Background: an optimization exercise with open tools, aiming at a short achievable clock period and few clock cycles per item. Do not read the settings as production practice.
In this exercise RTL edits were held to simulation tests only and were not proved equivalent to the original.
Power and IR drop assume default switching activity.

<file path="flow/config.mk">
export PLATFORM = sky130hd
export DESIGN_NAME = go_back_n_sender_core
export DESIGN_NICKNAME = go_back_n_sender_core
export VERILOG_FILES = /design/flow/design.v
export SDC_FILE = /design/flow/constraint.sdc
export NUM_CORES = 4
export LEC_CHECK = 0
export ABC_CLOCK_PERIOD_IN_PS = 1000
export CAP_MARGIN = 20
export CORE_MARGIN = 2
export CORE_UTILIZATION = 65
export CTS_CLUSTER_DIAMETER = 400
export CTS_CLUSTER_SIZE = 40
export PLACE_DENSITY = 0.72
export SETUP_SLACK_MARGIN = 2.5
export SLEW_MARGIN = 20
export TNS_END_PERCENT = 5
</file>
<file path="flow/constraint.sdc">
create_clock -name core_clock -period 4.5 [get_ports {clk}]
set_input_delay 0.9000 -clock core_clock [delete_from_list [all_inputs] [get_ports {clk}]]
set_output_delay 0.9000 -clock core_clock [all_outputs]
set_load 0.01 [all_outputs]
</file>
<file path="flow/design.v">
package gbn_pkg;
	localparam int WINDOW_DEPTH_DEF  = 4;
	localparam int PENDING_DEPTH_DEF = 16;
	localparam int SEQ_W   = 32;
	localparam int TAG_W   = 6;
	localparam int LEN_W   = 7;
	localparam int LIMIT_W = 3;
	localparam logic [LIMIT_W-1:0] LIMIT_RESET = LIMIT_W'(4);
	localparam logic [1:0] ACT_SEND    = 2'd0;
	localparam logic [1:0] ACT_TIMEOUT = 2'd1;
	localparam logic [1:0] ACT_ACK     = 2'd2;
	typedef struct packed {
		logic [SEQ_W-1:0] seq;
		logic [TAG_W-1:0] tag;
		logic [LEN_W-1:0] len;
	} frame_t;
	typedef struct packed {
		logic shift;
		logic recirc;
		logic append;
	} win_ctrl_t;
endpackage
module go_back_n_sender_core #(
	parameter int WINDOW_DEPTH  = gbn_pkg::WINDOW_DEPTH_DEF,
	parameter int PENDING_DEPTH = gbn_pkg::PENDING_DEPTH_DEF
) (
	input  logic                         clk,
	input  logic                         arst_n,
	input  logic                         cfg_wr_en,
	input  logic [gbn_pkg::LIMIT_W-1:0]  cfg_wr_data,
	input  logic                         in_valid,
	output logic                         in_stall,
	input  logic [1:0]                   action,
	input  logic [gbn_pkg::SEQ_W-1:0]    frame_seq,
	input  logic [gbn_pkg::TAG_W-1:0]    frame_tag,
	input  logic [gbn_pkg::LEN_W-1:0]    frame_length,
	input  logic [gbn_pkg::SEQ_W-1:0]    ack_number,
	output logic                         out_valid,
	input  logic                         out_stall,
	output logic [gbn_pkg::SEQ_W-1:0]    out_seq,
	output logic [gbn_pkg::TAG_W-1:0]    out_tag,
	output logic [gbn_pkg::LEN_W-1:0]    out_length,
	output logic                         dropped,
	output logic                         last
);
	localparam int SEQ_W = gbn_pkg::SEQ_W;
	localparam int FW    = gbn_pkg::SEQ_W + gbn_pkg::TAG_W + gbn_pkg::LEN_W;
	localparam int RW    = 5;                 
	localparam int RING  = 1 << RW;           
	localparam int NK    = WINDOW_DEPTH + 1;  
	localparam int NC    = 2 * WINDOW_DEPTH;  
	localparam int DQW   = 4;                 
	localparam int DQD   = 1 << DQW;
	function automatic logic seq_le(input logic [SEQ_W-1:0] a, input logic [SEQ_W-1:0] b);
		logic [SEQ_W-1:0] gt;
		logic [SEQ_W-1:0] eq;
		for (int i = 0; i < SEQ_W; i++) begin
			gt[i] = a[i] & !b[i];
			eq[i] = !(a[i] ^ b[i]);
		end
		for (int w = 1; w < SEQ_W; w = w * 2) begin
			for (int i = 0; i + w < SEQ_W; i = i + 2 * w) begin
				gt[i] = gt[i + w] | (eq[i + w] & gt[i]);
				eq[i] = eq[i + w] & eq[i];
			end
		end
		seq_le = !gt[0];
	endfunction
	function automatic logic [RING-1:0] rotl(input logic [RING-1:0] x, input int n);
		rotl = RING'({x, x} >> (RING - n));
	endfunction
	function automatic logic [RW-1:0] enc(input logic [RING-1:0] x);
		logic [RW-1:0] r;
		r = '0;
		for (int s = 0; s < RING; s++) begin
			r = r | ({RW{x[s]}} & RW'(s));
		end
		enc = r;
	endfunction
	logic [gbn_pkg::LIMIT_W-1:0] limit_q;
	logic [WINDOW_DEPTH:1]       lim_h;      
	always_ff @(posedge clk or negedge arst_n) begin
		if (!arst_n) begin
			limit_q <= gbn_pkg::LIMIT_RESET;
		end else if (cfg_wr_en) begin
			limit_q <= cfg_wr_data;
		end
	end
	always_comb begin
		lim_h = '0;
		if (limit_q == '0) begin
			lim_h[1] = 1'b1;
		end else if (limit_q >= gbn_pkg::LIMIT_W'(WINDOW_DEPTH)) begin
			lim_h[WINDOW_DEPTH] = 1'b1;
		end else begin
			for (int l = 1; l < WINDOW_DEPTH; l++) begin
				lim_h[l] = (limit_q == gbn_pkg::LIMIT_W'(l));
			end
		end
	end
	logic [FW-1:0]          ring [RING];
	logic [RING-1:0]        head_h;     
	logic [RING-1:0]        tail_h;     
	logic [NK-1:0]          win_h;      
	logic [PENDING_DEPTH:1] bl_t;       
	logic                   i_v;
	logic [1:0]             i_act;
	logic [FW-1:0]          i_fr;
	logic [WINDOW_DEPTH:1]  i_lim;
	logic [RING-1:0]        i_le;       
	logic                   p_send;     
	logic                   p_tmo;      
	logic                   p_ackt;     
	logic [WINDOW_DEPTH:0]  p_lim;      
	logic [NC-1:0]          p_le;       
	logic                   accept;
	logic                   stall_q;
	logic                   p_wr;       
	logic                   full;
	logic                   i_wr;       
	logic [RING-1:0]        i_slot;     
	assign accept   = in_valid && !stall_q;
	assign in_stall = stall_q;
	assign full     = bl_t[PENDING_DEPTH];
	assign p_wr     = p_send && !full;
	assign i_wr     = i_v && (i_act == gbn_pkg::ACT_SEND);
	assign i_slot   = p_wr ? rotl(tail_h, 1) : tail_h;
	always_ff @(posedge clk or negedge arst_n) begin
		if (!arst_n) begin
			i_v    <= 1'b0;
			p_send <= 1'b0;
			p_tmo  <= 1'b0;
			p_ackt <= 1'b0;
		end else begin
			i_v    <= accept;
			p_send <= i_v && (i_act == gbn_pkg::ACT_SEND);
			p_tmo  <= i_v && (i_act == gbn_pkg::ACT_TIMEOUT);
			p_ackt <= i_v && (i_act == gbn_pkg::ACT_ACK);
		end
	end
	always_ff @(posedge clk) begin
		i_act <= action;
		i_fr  <= {frame_seq, frame_tag, frame_length};
		i_lim <= lim_h;
		for (int s = 0; s < RING; s++) begin
			if (i_wr && i_slot[s]) begin
				i_le[s] <= seq_le(i_fr[FW-1 -: SEQ_W], ack_number);
			end else begin
				i_le[s] <= seq_le(ring[s][FW-1 -: SEQ_W], ack_number);
			end
		end
	end
	logic [NC-1:0]          le_i;
	always_comb begin
		for (int j = 0; j < NC; j++) begin
			le_i[j] = (rotl(head_h, j) & i_le) != '0;
		end
	end
	always_ff @(posedge clk) begin
		p_lim  <= (i_v && (i_act == gbn_pkg::ACT_SEND || i_act == gbn_pkg::ACT_ACK))
		          ? {i_lim, 1'b0} : (WINDOW_DEPTH+1)'(1);
		p_le   <= le_i;
	end
	logic [WINDOW_DEPTH-1:0] le_sel;
	logic [WINDOW_DEPTH-1:0] can_hit;
	logic [WINDOW_DEPTH:0]   run;        
	logic [NK-1:0]           kh;         
	logic [NK-1:0]           p_kh;       
	logic [NK-1:0]           bms_h;      
	logic [PENDING_DEPTH:0]  bm_t;       
	logic [NK-1:0]           c_mh  [NK];  
	logic [NK-1:0]           c_win [NK];  
	logic [2:0]              win_bin;
	logic [NK-1:0]           o_win  [NK];
	logic [PENDING_DEPTH:1]  o_bl   [NK];
	logic [2:0]              o_cnt  [NK];
	logic                    o_push [NK];
	logic [NK-1:0]           n_win;
	logic [PENDING_DEPTH:1]  n_bl;
	logic [RING-1:0]         n_head;
	logic                    d_push;
	logic [RW-1:0]           d_start;
	logic [RW-1:0]           d_hd;
	logic [2:0]              d_cnt;
	logic                    d_drop;
	logic                    d_zero;
	always_comb begin
		logic [NK-1:0] wm;
		logic [NK-1:0] mh;
		logic [RING-1:0] st;
		bm_t = p_wr ? {bl_t[PENDING_DEPTH-1:1], 2'b11} : {bl_t, 1'b1};
		for (int b = 0; b < NK; b++) begin
			bms_h[b] = (b == NK - 1) ? bm_t[b] : (bm_t[b] && !bm_t[b+1]);
		end
		for (int v = 0; v < NK; v++) begin
			c_mh[v] = '0;
			for (int l = 0; l <= WINDOW_DEPTH; l++) begin
				for (int b = 0; b < NK; b++) begin
					c_mh[v][(l > v) ? (((l - v) < b) ? (l - v) : b) : 0] =
						c_mh[v][(l > v) ? (((l - v) < b) ? (l - v) : b) : 0] | (p_lim[l] & bms_h[b]);
				end
			end
			c_win[v] = c_mh[v] << v;
		end
		win_bin = '0;
		for (int w = 0; w < NK; w++) begin
			win_bin = win_bin | ({3{win_h[w]}} & 3'(w));
		end
		for (int kk = 0; kk < NK; kk++) begin
			wm = win_h >> kk;
			mh = '0;
			o_win[kk] = '0;
			for (int v = 0; v < NK; v++) begin
				mh        = mh        | ({NK{wm[v]}} & c_mh[v]);
				o_win[kk] = o_win[kk] | ({NK{wm[v]}} & c_win[v]);
			end
			o_bl[kk]  = '0;
			o_cnt[kk] = '0;
			for (int j = 0; j < NK; j++) begin
				o_bl[kk]  = o_bl[kk]  | ({PENDING_DEPTH{mh[j]}} & PENDING_DEPTH'(bm_t[PENDING_DEPTH:1] >> j));
				o_cnt[kk] = o_cnt[kk] | ({3{mh[j]}} & 3'(j));
			end
			o_push[kk] = 1'b0;
			if (p_send) begin
				o_push[kk] = full || !mh[0];
				if (mh[0]) o_cnt[kk] = 3'd1;
			end
			if (p_ackt) o_push[kk] = !mh[0];
			if (p_tmo) begin
				o_push[kk] = !win_h[0];
				o_cnt[kk]  = win_bin;
			end
		end
		st = '0;
		for (int w = 0; w < NK; w++) begin
			st = st | ({RING{win_h[w]}} & rotl(head_h, w));
		end
		d_start = enc(p_tmo ? head_h : st);
		d_hd    = enc(head_h);
		d_drop  = p_send && full;
		d_zero  = 1'b0;
		for (int w = 0; w < NK; w++) begin
			d_zero = d_zero | (win_h[w] & c_mh[w][0]);
		end
		d_zero  = d_zero && p_send && full;
	end
	always_comb begin
		for (int i = 0; i < WINDOW_DEPTH; i++) begin
			le_sel[i] = 1'b0;
			for (int kk = 0; kk < NK; kk++) begin
				le_sel[i] = le_sel[i] | (p_kh[kk] & p_le[i + kk]);
			end
			can_hit[i] = p_ackt && ((win_h >> (i + 1)) != '0);
		end
		run[0] = 1'b1;
		for (int i = 0; i < WINDOW_DEPTH; i++) begin
			run[i+1] = run[i] & le_sel[i] & can_hit[i];
		end
		for (int kk = 0; kk < NK - 1; kk++) begin
			kh[kk] = run[kk] & !run[kk+1];
		end
		kh[NK-1] = run[NK-1];
		n_win  = '0;
		n_bl   = '0;
		n_head = '0;
		d_cnt  = '0;
		d_push = 1'b0;
		for (int kk = 0; kk < NK; kk++) begin
			n_win  = n_win  | ({NK{kh[kk]}} & o_win[kk]);
			n_bl   = n_bl   | ({PENDING_DEPTH{kh[kk]}} & o_bl[kk]);
			n_head = n_head | ({RING{kh[kk]}} & rotl(head_h, kk));
			d_cnt  = d_cnt  | ({3{kh[kk]}} & o_cnt[kk]);
			d_push = d_push | (kh[kk] & o_push[kk]);
		end
	end
	always_ff @(posedge clk or negedge arst_n) begin
		if (!arst_n) begin
			head_h <= RING'(1);
			tail_h <= RING'(1);
			win_h  <= NK'(1);
			bl_t   <= '0;
			p_kh   <= NK'(1);
		end else begin
			head_h <= n_head;
			if (p_wr) tail_h <= rotl(tail_h, 1);
			win_h  <= n_win;
			bl_t   <= n_bl;
			p_kh   <= kh;
		end
	end
	always_ff @(posedge clk) begin
		for (int s = 0; s < RING; s++) begin
			if (i_wr && i_slot[s]) begin
				ring[s] <= i_fr;
			end
		end
	end
	logic [RW-1:0]     dq_start [DQD];
	logic [2:0]        dq_cnt   [DQD];
	logic              dq_drop  [DQD];
	logic              dq_zero  [DQD];
	logic [RW-1:0]     dq_hd    [DQD];    
	logic [DQW-1:0]    dq_wp;
	logic [DQW-1:0]    dq_rp;
	logic [DQD-1:1]    dq_t;              
	logic              dq_pop;
	always_ff @(posedge clk) begin
		dq_start[dq_wp] <= d_start;
		dq_cnt[dq_wp]   <= d_cnt;
		dq_drop[dq_wp]  <= d_drop;
		dq_zero[dq_wp]  <= d_zero;
		dq_hd[dq_wp]    <= d_hd;
	end
	always_ff @(posedge clk or negedge arst_n) begin
		if (!arst_n) begin
			dq_wp <= '0;
			dq_rp <= '0;
			dq_t  <= '0;
		end else begin
			if (d_push) dq_wp <= dq_wp + 1'b1;
			if (dq_pop) dq_rp <= dq_rp + 1'b1;
			if (d_push && !dq_pop) begin
				dq_t <= {dq_t[DQD-2:1], 1'b1};
			end else if (dq_pop && !d_push) begin
				dq_t <= {1'b0, dq_t[DQD-1:2]};
			end
		end
	end
	logic              g_v;
	logic [RING-1:0]   g_ptr;             
	logic [2:0]        g_rem;
	logic              g_drop;
	logic              g_zero;
	logic              g_last;
	logic [RW-1:0]     g_hd;
	logic              out_free;
	logic              g_done;
	logic              out_v_q;
	logic [FW-1:0]     out_fr_q;
	logic              out_drop_q;
	logic              out_last_q;
	logic [FW-1:0]     g_rd;
	always_comb begin
		g_rd = '0;
		for (int s = 0; s < RING; s++) begin
			g_rd = g_rd | ({FW{g_ptr[s] && !g_zero}} & ring[s]);
		end
	end
	assign out_free = !out_v_q || !out_stall;
	assign g_last   = (g_rem == 3'd1);
	assign g_done   = out_free && (!g_v || g_last);
	assign dq_pop   = g_done && dq_t[1];
	always_ff @(posedge clk or negedge arst_n) begin
		if (!arst_n) begin
			g_v     <= 1'b0;
			out_v_q <= 1'b0;
		end else if (out_free) begin
			out_v_q <= g_v;
			if (!g_v || g_last) begin
				g_v <= dq_t[1];
			end
		end
	end
	always_ff @(posedge clk) begin
		if (g_done) begin
			for (int s = 0; s < RING; s++) begin
				g_ptr[s] <= (dq_start[dq_rp] == RW'(s));
			end
			g_rem  <= dq_cnt[dq_rp];
			g_drop <= dq_drop[dq_rp];
			g_zero <= dq_zero[dq_rp];
			g_hd   <= dq_hd[dq_rp];
		end else if (out_free) begin
			g_ptr <= rotl(g_ptr, 1);
			g_rem <= g_rem - 1'b1;
		end
	end
	always_ff @(posedge clk) begin
		if (out_free) begin
			out_fr_q   <= g_rd;
			out_drop_q <= g_drop;
			out_last_q <= g_last;
		end
	end
	assign out_valid  = out_v_q;
	assign out_seq    = out_fr_q[FW-1 -: SEQ_W];
	assign out_tag    = out_fr_q[gbn_pkg::TAG_W+gbn_pkg::LEN_W-1 -: gbn_pkg::TAG_W];
	assign out_length = out_fr_q[gbn_pkg::LEN_W-1:0];
	assign dropped    = out_drop_q;
	assign last       = out_last_q;
	logic              old_v;
	logic [RW-1:0]     old_hd;
	logic [RING-1:0]   old_hd_h;
	logic [RING-1:0]   near_tail;
	assign old_v  = g_v || dq_t[1];
	assign old_hd = g_v ? g_hd : dq_hd[dq_rp];
	always_comb begin
		for (int s = 0; s < RING; s++) begin
			old_hd_h[s] = (old_hd == RW'(s));
		end
		near_tail = rotl(tail_h, 1) | rotl(tail_h, 2) | rotl(tail_h, 3) | rotl(tail_h, 4);
	end
	always_ff @(posedge clk or negedge arst_n) begin
		if (!arst_n) begin
			stall_q <= 1'b0;
		end else begin
			stall_q <= dq_t[DQD - 4] || (old_v && (old_hd_h & near_tail) != '0);
		end
	end
endmodule
</file>
<file path="flow/run.sh">
#!/bin/bash
# synth_recipe.tcl (not shown) runs the flow's synth.tcl, then flattens the netlist and writes it again
# the make line also repeats each setting of config.mk as NAME=value (left out here)
make -C /OpenROAD-flow-scripts/flow DESIGN_CONFIG=/design/flow/config.mk WORK_HOME=/design/flow/orfs CLKGATE_MAP_FILE= SYNTH_SCRIPT=/design/flow/synth_recipe.tcl finish
</file>
==> results.py, run 1 <==
metrics = {
    "die": {
        "floorplan.initialDensity_pct": 65.4,
        "io_pins": 136,
        "die_h_um": 395,
        "rows": 143,
        "die_x_um": 395,
    },
    "synthesis": {
        "synth.cell_area_sq_um": 99300,
        "syn-num-nets": 8542,
        "synth_area_leaders": "edfxtp_1 53%, ha_1 13%, a22oi_1 4.7%, dfrtp_1 3.0%, a21oi_1 2.1%",
        "synth.avg_cell_area_sq_um": 13.4,
        "yosysSeqAreaShare_pct": 58.5,
        "synth_warnings": 8,
        "synth_edf_count": 1769,
        "yosysTopAreaCell": "edfxtp_1",
        "ys.flop_type": "edfxtp_1",
        "yosys_register_bits": 1988,
        "synthDistinctLibCells": 87,
        "synth_top_area_share_pct": 53.5,
        "synthesis.instances": 7424,
        "synthArstFlopShare_pct": 6.19,
    },
    "sta": {
        "worstEpCategory": "sequential cell input",
        "worst_endpoint": "bl_t[12]$_DFF_PN0_/D",
    },
    "clocking": {
        "postCtsHoldBufs": 0,
        "clockBufferDepth": 3,
        "htreeDepth": 2,
        "cts-root-buf": "clkbuf_16",
        "cts_num_sinks": 1988,
        "numCtsBuffers": 55,
    },
    "placement": {
        "gp_congestion": 1.16,
        "hpwl_um": 296000,
        "place_inst": 9595,
        "dpl-instance-area_sq_um": 106000,
        "port_buffers": 135,
        "pre_cts_slack_ps": -528,
    },
    "grt": {
        "grt_start_max_net_pins": 73,
        "grtUsageTotal_pct": 75.0,
        "grt_antenna_before_repair": 70,
        "grt-ovfl-total": 105,
    },
    "run_status": {
        "error": "[ERROR GRT-0232] Routing congestion too high. Check the congestion heatmap in the GUI.",
        "haltStage": "5_1_grt",
        "status": "stopped before the end",
    },
}
-- layer usage --
metal	global-route usage [%]	GRT overflow
met1	79.7	19
met2	86.9	37
met3	63.0	16
met4	65.3	29
met5	39.3	4
-- synth_stat cells (30+ instances only) --
master	instances
o211ai_1	34
dfxtp_1	96
or4_1	37
o21a_1	55
buf_1	86
a221oi_1	216
nand4_1	275
nand2b_1	87
nor3_1	87
o21ai_0	238
or3_1	66
and3b_1	36
a2111oi_0	54
a21oi_1	419
mux2i_1	30
and2_1	32
a222oi_1	40
nor2b_1	106
ha_1	1031
clkbuf_1	302
dfrtp_1	118
inv_1	52
a22oi_1	624
a22o_1	187
a21o_1	274
nand2_1	414
mux4_2	72
nor2_1	138
edfxtp_1	1769
nand3_1	149
o22ai_1	57
-- power by group through the flow --
stage / clock [W] / sequential [W] / combinational (W)
detailed placement: 0 / 0.0222 / 0.0144
global placement: 0 / 0.0220 / 0.0139
CTS: 0.00784 / 0.0218 / 0.0162
floorplan: 0 / 0.0218 / 0.00743
-- through the flow --
step,utilization [%],total power (W)
after floorplan,-,0.0292
after global placement,70.0,0.0359
after detailed placement,70.0,0.0366
after CTS,73.6,0.0458
-- kinds of logic after synthesis --
logic type | Yosys count | share of synthesized area, %
flops | 1988 | 58.5
fa+ha+maj | 1031 | 13.0
buf+inv | 477 | 1.87
xor+xnor | 7 | 0.0617
mux | 108 | 2.01
simple gates | 1479 | 7.80
compound gates | 2334 | 16.8
-- worst max-delay path by stage --
| stage | slack, ps | end |
|---|---|---|
| floorplan | 1010 | i_le[14] |
| global placement | -500 | i_le[25] |
| detailed placement | -530 | i_le[25] |
| CTS | 1340 | out_fr_q[16] |
-- timing repair --
| action | CTS |
|---|---|
| setup endpoints to repair | 2220 |
| pin swaps | 104 |
| gates resized for setup | 454 |
| buffers inserted | 186 |
| cloned | 21 |
Testbench counts, summed over its fixed seeds: cycles 2,520, items 2,400.
==> run 2: changes to the inputs <==
--- a/flow/design.v
+++ b/flow/design.v
@@ -170,5 +170,6 @@
 	logic [PENDING_DEPTH:0]  bm_t;       
-	logic [NK-1:0]           c_mh  [NK];  
-	logic [NK-1:0]           c_win [NK];  
+	logic [NK-1:0]           room_v [NK];  
 	logic [2:0]              win_bin;
+	logic [NK-1:0]           o_room [NK];
+	logic [NK-1:0]           o_m    [NK];
 	logic [NK-1:0]           o_win  [NK];
@@ -187,4 +188,2 @@
 	always_comb begin
-		logic [NK-1:0] wm;
-		logic [NK-1:0] mh;
 		logic [RING-1:0] st;
@@ -195,10 +194,6 @@
 		for (int v = 0; v < NK; v++) begin
-			c_mh[v] = '0;
-			for (int l = 0; l <= WINDOW_DEPTH; l++) begin
-				for (int b = 0; b < NK; b++) begin
-					c_mh[v][(l > v) ? (((l - v) < b) ? (l - v) : b) : 0] =
-						c_mh[v][(l > v) ? (((l - v) < b) ? (l - v) : b) : 0] | (p_lim[l] & bms_h[b]);
-				end
+			room_v[v] = '0;
+			for (int l = 0; l < NK; l++) begin
+				room_v[v][(l > v) ? l - v : 0] = room_v[v][(l > v) ? l - v : 0] | p_lim[l];
 			end
-			c_win[v] = c_mh[v] << v;
 		end
@@ -209,25 +204,31 @@
 		for (int kk = 0; kk < NK; kk++) begin
-			wm = win_h >> kk;
-			mh = '0;
+			o_room[kk] = '0;
+			for (int v = 0; v + kk < NK; v++) begin
+				o_room[kk] = o_room[kk] | ({NK{win_h[v + kk]}} & room_v[v]);
+			end
+			o_m[kk] = '0;
+			for (int r = 0; r < NK; r++) begin
+				for (int b = 0; b < NK; b++) begin
+					o_m[kk][(r < b) ? r : b] = o_m[kk][(r < b) ? r : b] | (o_room[kk][r] & bms_h[b]);
+				end
+			end
 			o_win[kk] = '0;
-			for (int v = 0; v < NK; v++) begin
-				mh        = mh        | ({NK{wm[v]}} & c_mh[v]);
-				o_win[kk] = o_win[kk] | ({NK{wm[v]}} & c_win[v]);
+			for (int v = 0; v + kk < NK; v++) begin
+				for (int j = 0; v + j < NK; j++) begin
+					o_win[kk][v + j] = o_win[kk][v + j] | (win_h[v + kk] & o_m[kk][j]);
+				end
 			end
 			o_bl[kk]  = '0;
+			for (int r = 0; r < NK; r++) begin
+				o_bl[kk] = o_bl[kk] | ({PENDING_DEPTH{o_room[kk][r]}} & PENDING_DEPTH'(bm_t[PENDING_DEPTH:1] >> r));
+			end
 			o_cnt[kk] = '0;
 			for (int j = 0; j < NK; j++) begin
-				o_bl[kk]  = o_bl[kk]  | ({PENDING_DEPTH{mh[j]}} & PENDING_DEPTH'(bm_t[PENDING_DEPTH:1] >> j));
-				o_cnt[kk] = o_cnt[kk] | ({3{mh[j]}} & 3'(j));
-			end
-			o_push[kk] = 1'b0;
-			if (p_send) begin
-				o_push[kk] = full || !mh[0];
-				if (mh[0]) o_cnt[kk] = 3'd1;
-			end
-			if (p_ackt) o_push[kk] = !mh[0];
-			if (p_tmo) begin
-				o_push[kk] = !win_h[0];
-				o_cnt[kk]  = win_bin;
+				o_cnt[kk] = o_cnt[kk] | ({3{o_m[kk][j]}} & 3'(j));
 			end
+			if (p_send && o_room[kk][0]) o_cnt[kk] = 3'd1;
+			if (p_tmo) o_cnt[kk] = win_bin;
+			o_push[kk] = (p_send && (full || !o_room[kk][0]))
+			             || (p_ackt && !o_room[kk][0] && bl_t[1])
+			             || (p_tmo && !win_h[0]);
 		end
@@ -240,7 +241,3 @@
 		d_drop  = p_send && full;
-		d_zero  = 1'b0;
-		for (int w = 0; w < NK; w++) begin
-			d_zero = d_zero | (win_h[w] & c_mh[w][0]);
-		end
-		d_zero  = d_zero && p_send && full;
+		d_zero  = p_send && full && o_room[0][0];
 	end
@@ -297,26 +294,34 @@
 	end
-	logic [RW-1:0]     dq_start [DQD];
-	logic [2:0]        dq_cnt   [DQD];
-	logic              dq_drop  [DQD];
-	logic              dq_zero  [DQD];
-	logic [RW-1:0]     dq_hd    [DQD];    
-	logic [DQW-1:0]    dq_wp;
-	logic [DQW-1:0]    dq_rp;
+	localparam int DW = RW + 3 + 1 + 1 + RW;
+	logic [DW-1:0]     dq_e [DQD];        
+	logic [DQD-1:0]    dq_wp;
+	logic [DQD-1:0]    dq_rp;
 	logic [DQD-1:1]    dq_t;              
 	logic              dq_pop;
+	logic [DW-1:0]     dq_head;
+	logic [RW-1:0]     dqh_start;
+	logic [2:0]        dqh_cnt;
+	logic              dqh_drop;
+	logic              dqh_zero;
+	logic [RW-1:0]     dqh_hd;
 	always_ff @(posedge clk) begin
-		dq_start[dq_wp] <= d_start;
-		dq_cnt[dq_wp]   <= d_cnt;
-		dq_drop[dq_wp]  <= d_drop;
-		dq_zero[dq_wp]  <= d_zero;
-		dq_hd[dq_wp]    <= d_hd;
+		for (int i = 0; i < DQD; i++) begin
+			if (dq_wp[i]) dq_e[i] <= {d_start, d_cnt, d_drop, d_zero, d_hd};
+		end
 	end
+	always_comb begin
+		dq_head = '0;
+		for (int i = 0; i < DQD; i++) begin
+			dq_head = dq_head | ({DW{dq_rp[i]}} & dq_e[i]);
+		end
+	end
+	assign {dqh_start, dqh_cnt, dqh_drop, dqh_zero, dqh_hd} = dq_head;
 	always_ff @(posedge clk or negedge arst_n) begin
 		if (!arst_n) begin
-			dq_wp <= '0;
-			dq_rp <= '0;
+			dq_wp <= DQD'(1);
+			dq_rp <= DQD'(1);
 			dq_t  <= '0;
 		end else begin
-			if (d_push) dq_wp <= dq_wp + 1'b1;
-			if (dq_pop) dq_rp <= dq_rp + 1'b1;
+			if (d_push) dq_wp <= {dq_wp[DQD-2:0], dq_wp[DQD-1]};
+			if (dq_pop) dq_rp <= {dq_rp[DQD-2:0], dq_rp[DQD-1]};
 			if (d_push && !dq_pop) begin
@@ -366,8 +371,8 @@
 			for (int s = 0; s < RING; s++) begin
-				g_ptr[s] <= (dq_start[dq_rp] == RW'(s));
+				g_ptr[s] <= (dqh_start == RW'(s));
 			end
-			g_rem  <= dq_cnt[dq_rp];
-			g_drop <= dq_drop[dq_rp];
-			g_zero <= dq_zero[dq_rp];
-			g_hd   <= dq_hd[dq_rp];
+			g_rem  <= dqh_cnt;
+			g_drop <= dqh_drop;
+			g_zero <= dqh_zero;
+			g_hd   <= dqh_hd;
 		end else if (out_free) begin
@@ -394,4 +399,5 @@
 	logic [RING-1:0]   near_tail;
+	logic              hz_q;
 	assign old_v  = g_v || dq_t[1];
-	assign old_hd = g_v ? g_hd : dq_hd[dq_rp];
+	assign old_hd = g_v ? g_hd : dqh_hd;
 	always_comb begin
@@ -400,3 +406,6 @@
 		end
-		near_tail = rotl(tail_h, 1) | rotl(tail_h, 2) | rotl(tail_h, 3) | rotl(tail_h, 4);
+		near_tail = '0;
+		for (int x = 1; x <= 5; x++) begin
+			near_tail = near_tail | rotl(tail_h, x);
+		end
 	end
@@ -404,5 +413,7 @@
 		if (!arst_n) begin
+			hz_q    <= 1'b0;
 			stall_q <= 1'b0;
 		end else begin
-			stall_q <= dq_t[DQD - 4] || (old_v && (old_hd_h & near_tail) != '0);
+			hz_q    <= old_v && (old_hd_h & near_tail) != '0;
+			stall_q <= dq_t[DQD - 4] || hz_q;
 		end
--- a/flow/config.mk
+++ b/flow/config.mk
@@ -10,8 +10,5 @@
 export CORE_MARGIN = 2
-export CORE_UTILIZATION = 65
-export CTS_CLUSTER_DIAMETER = 400
-export CTS_CLUSTER_SIZE = 40
-export PLACE_DENSITY = 0.72
-export SETUP_SLACK_MARGIN = 2.5
+export CORE_UTILIZATION = 55
+export SETUP_SLACK_MARGIN = 2.3
 export SLEW_MARGIN = 20
-export TNS_END_PERCENT = 5
+export TNS_END_PERCENT = 10
==> results.py, run 2 <==
metrics = {
    "placement": {
        "dpl-instance-area_sq_um": 106000,
        "hpwl_um": 279000,
        "port_buffers": 135,
        "gp_congestion": 1.02,
    },
    "die": {
        "die_x_um": 429,
        "die_area_sq_um": 184000,
        "io_pins": 136,
        "fp.coreArea_sq_um": 179000,
        "die_h_um": 429,
        "floorplan.initialDensity_pct": 55.5,
        "rows": 155,
    },
    "sta": {
        "timing.slew.headroom_pct": 21.9,
        "worst_slew_pin_slew_ps": 1170,
        "finalSetupViolations": 0,
        "rsz0062_at_grt": "yes",
        "finalCritPeriodShare_pct": 67.2,
        "tns_ps": 0,
        "finClkSkew_ps": 79.4,
        "period_minus_slack_ps": 3030,
        "slew_violations": 0,
        "finalHoldViolations": 0,
        "fmax_ghz": 0.330,
    },
    "clocking": {
        "clk_latency_ps": 890,
        "cts_num_sinks": 2013,
        "clk_pin_slew_worst_paths_ps": 70,
        "cts-root-buf": "clkbuf_16",
        "numCtsBuffers": 208,
        "clockBufferDepth": 3,
        "cts_tree": "yes",
        "htreeDepth": 4,
    },
    "power_and_ir_drop": {
        "p_per_area_nw_per_um2": 437,
        "ir_drop_v": 0.000440,
        "power.leakage_nw": 45.2,
    },
    "critical_path": {
        "critPathCaptureType": "flop",
        "rrSetupSlack_ps": 1470,
        "critical_path_class": "flop to flop",
        "r2r-end": "out_fr_q[22]",
        "start_kind": "flop",
        "r2r_cells": 9,
        "arrival_ps": 3580,
        "endpoint": "out_fr_q[22]",
        "crit_start": "g_zero",
        "cp_max_fo": 26,
        "worstPathRequired_ps": 5060,
        "reg2reg_from": "g_zero",
    },
    "synthesis": {
        "yosysSeqAreaShare_pct": 59.2,
        "syn-num-nets": 8501,
        "synth_most_common_cell": "edfxtp_1",
        "synthDistinctLibCells": 78,
        "synthesis.instances": 7388,
        "synthTopCellsByCount": "1769 x edfxtp_1, 1026 x ha_1, 665 x a22oi_1",
        "synth.cell_area_sq_um": 99300,
        "synth_area_leaders": "edfxtp_1 53%, ha_1 13%, a22oi_1 5.0%, dfrtp_1 3.6%, a221oi_1 2.1%",
        "synth_top_area_share_pct": 53.5,
        "synth.avg_cell_area_sq_um": 13.4,
        "yosysTopAreaCell": "edfxtp_1",
        "synthArstFlopShare_pct": 7.35,
        "yosys_register_bits": 2013,
        "ys.flop_type": "edfxtp_1",
        "synth_warnings": 10,
        "synth_edf_count": 1769,
    },
    "grt": {
        "grt_first_pass_wirelength_um": 615000,
        "grt_pass1_vias": 76472,
        "grt_start_max_net_pins": 85,
        "grt-ovfl-total": 0,
        "grtUsageTotal_pct": 48.0,
        "grt_antenna_before_repair": 33,
    },
    "final_layout": {
        "postLayoutCellArea_sq_um": 121000,
        "nets": 9216,
        "mostFrequentLayoutCells": "1769 x edfxtp_1, 997 x ha_1, 643 x a22oi_1, 536 x buf_4, 334 x a21oi_1",
        "regMostFlops": "ring",
        "largest_reg_flops": 1440,
        "reg_top3": "ring x1440, dq_e x240",
        "syn_to_final_growth_pct": 22.1,
        "drive_above_1_share_pct": 21.3,
        "final_common_cell": "edfxtp_1",
    },
    "routing": {
        "viasPerCell": 7.70,
        "drc": 0,
        "drt-initial-drc-count": 14750,
        "ant_nets": 0,
        "wirelength_um": 457000,
        "vias": 82017,
        "dr.pass1.iters": 9,
        "wl_per_cell_um": 42.9,
    },
    "run": {
        "drv_cap": 0,
    },
    "run_status": {
        "status": "no timing/DRC/antenna violations",
    },
    "hold_path": {
        "hold_class": "input port to async pin",
    },
}
run 2: changes by cell type after synthesis, sizes merged, moves of 41 or more:
cell	previous run	this run
mux2i	31	73
a22o	188	230
o22ai	57	145
nand2b	87	32
a21oi	421	373
o21a	55	6
mux4	72	0
nand2	414	214
mux2	5	72
a22oi	626	667
nor2	138	212
run 2: cell families after synthesis:
logic type | synth area share (%)
muxes | 1.59
AOI/OAI and AO/OA | 17.8
DFF | 59.2
adders and majority gates | 12.9
xor gates and xnor gates | 0.00882
buffers and inverters | 1.92
and+or+nand+nor | 6.63
run 2: worst min-delay path by stage:
stage               cells after the start          to  slack, ps
floorplan                               0  out_drop_q        400
global placement                        0  out_drop_q        400
detailed placement                      0  out_drop_q        410
CTS                                     1   dq_rp[15]        110
global route                            1   dq_rp[13]        140
finish                                  1   dq_rp[15]         90
run 2: final cells by class:
class	instances	area, sq um
antenna	16	40.0
clock buffer	295	5860
clock inverter	97	1160
fill	12524	57800
inverter	64	345
multi-input combinational	4889	41700
sequential	2013	58800
tap	2355	2950
timing repair buffer	926	10300
timing repair inverter	1	7.51
run 2: what timing repair did:
item	CTS	global route
buffers inserted	261	80
hold buffers	0	0
cloned	55	9
gates resized for setup	655	253
setup endpoints to repair	1809	1812
pin swaps	131	70
run 2: through the flow:
step | power (W) | instances | util (%) | setup WS, ps | hold WS [ps]
after floorplan | 0.0263 | 7388 | - | 1260 | 400
after global placement | 0.0317 | 9843 | 59.3 | -366 | 405
after detailed placement | 0.0317 | 9843 | 59.3 | -332 | 408
after CTS | 0.0510 | 10551 | 66.6 | 1550 | 105
after global routing | 0.0535 | 10641 | 67.7 | 1410 | 141
final | 0.0530 | 10656 | 67.7 | 1470 | 85.4
run 2: power by group:
part           switching (W)  internal [W]  leakage [nW]  total (W)
combinational        0.00930       0.00476          23.5     0.0141
sequential          0.000363        0.0207          18.3     0.0210
clock                0.00784        0.0101          3.39     0.0179
run 2: routing by layer:
| metal | global-route usage [%] | vias up | part of all wire [%] |
|---|---|---|---|
| li1 | - | 31977 | - |
| met1 | 61.5 | 40251 | 34 |
| met2 | 68.3 | 7777 | 41 |
| met3 | 16.8 | 1982 | 16 |
| met4 | 33.3 | 30 | 9.0 |
| met5 | 0 | - | 0.045 |
run 2: worst max-delay path, cell delays in order, from the launching register on:
cell and delay, ps:
edfxtp_1 390, buf_6 140, buf_16 150, buf_12 110, nor2b_4 40, buf_12 160
a22o_1 290, a221oi_1 610, nand4_1 170, or3_1 570
Testbench counts of run 2, summed over its fixed seeds: cycles 2,526, items 2,400.

-- afterwards: timing with drivers on the ports --
How much do the figures lean on ideal ports? The routed layout below was timed once more, with nothing changed but the port constraints. Step 1 sets driving cells, clkbuf_16 on the clock port and buf_2 on the other inputs (assumed; they add their load-dependent delay and slew). Step 2 adds t to the input delays and takes it off the output delays; t is the mean of the earliest and latest rising clock arrival at the registers after step 1. Input paths then give back, and output paths get back, about the clock's delay inside the block. Three values: no drivers, after step 1, after step 2; two values: the first two.
run: run 2
t (ns): 0.948
slack for setup (ns): 1.474 / 1.474 / 0.770
hold WS [ns]: 0.085 / 0.057 / 0.423
latest minus earliest clock arrival (ns): 0.084 / 0.084
worst register clock-pin slew, ns: 0.07 / 0.07
After both steps setup and hold are still met in run 2. The setup slack of run 2 moves by 0.000 ns with the drivers and by -0.704 ns with both steps.
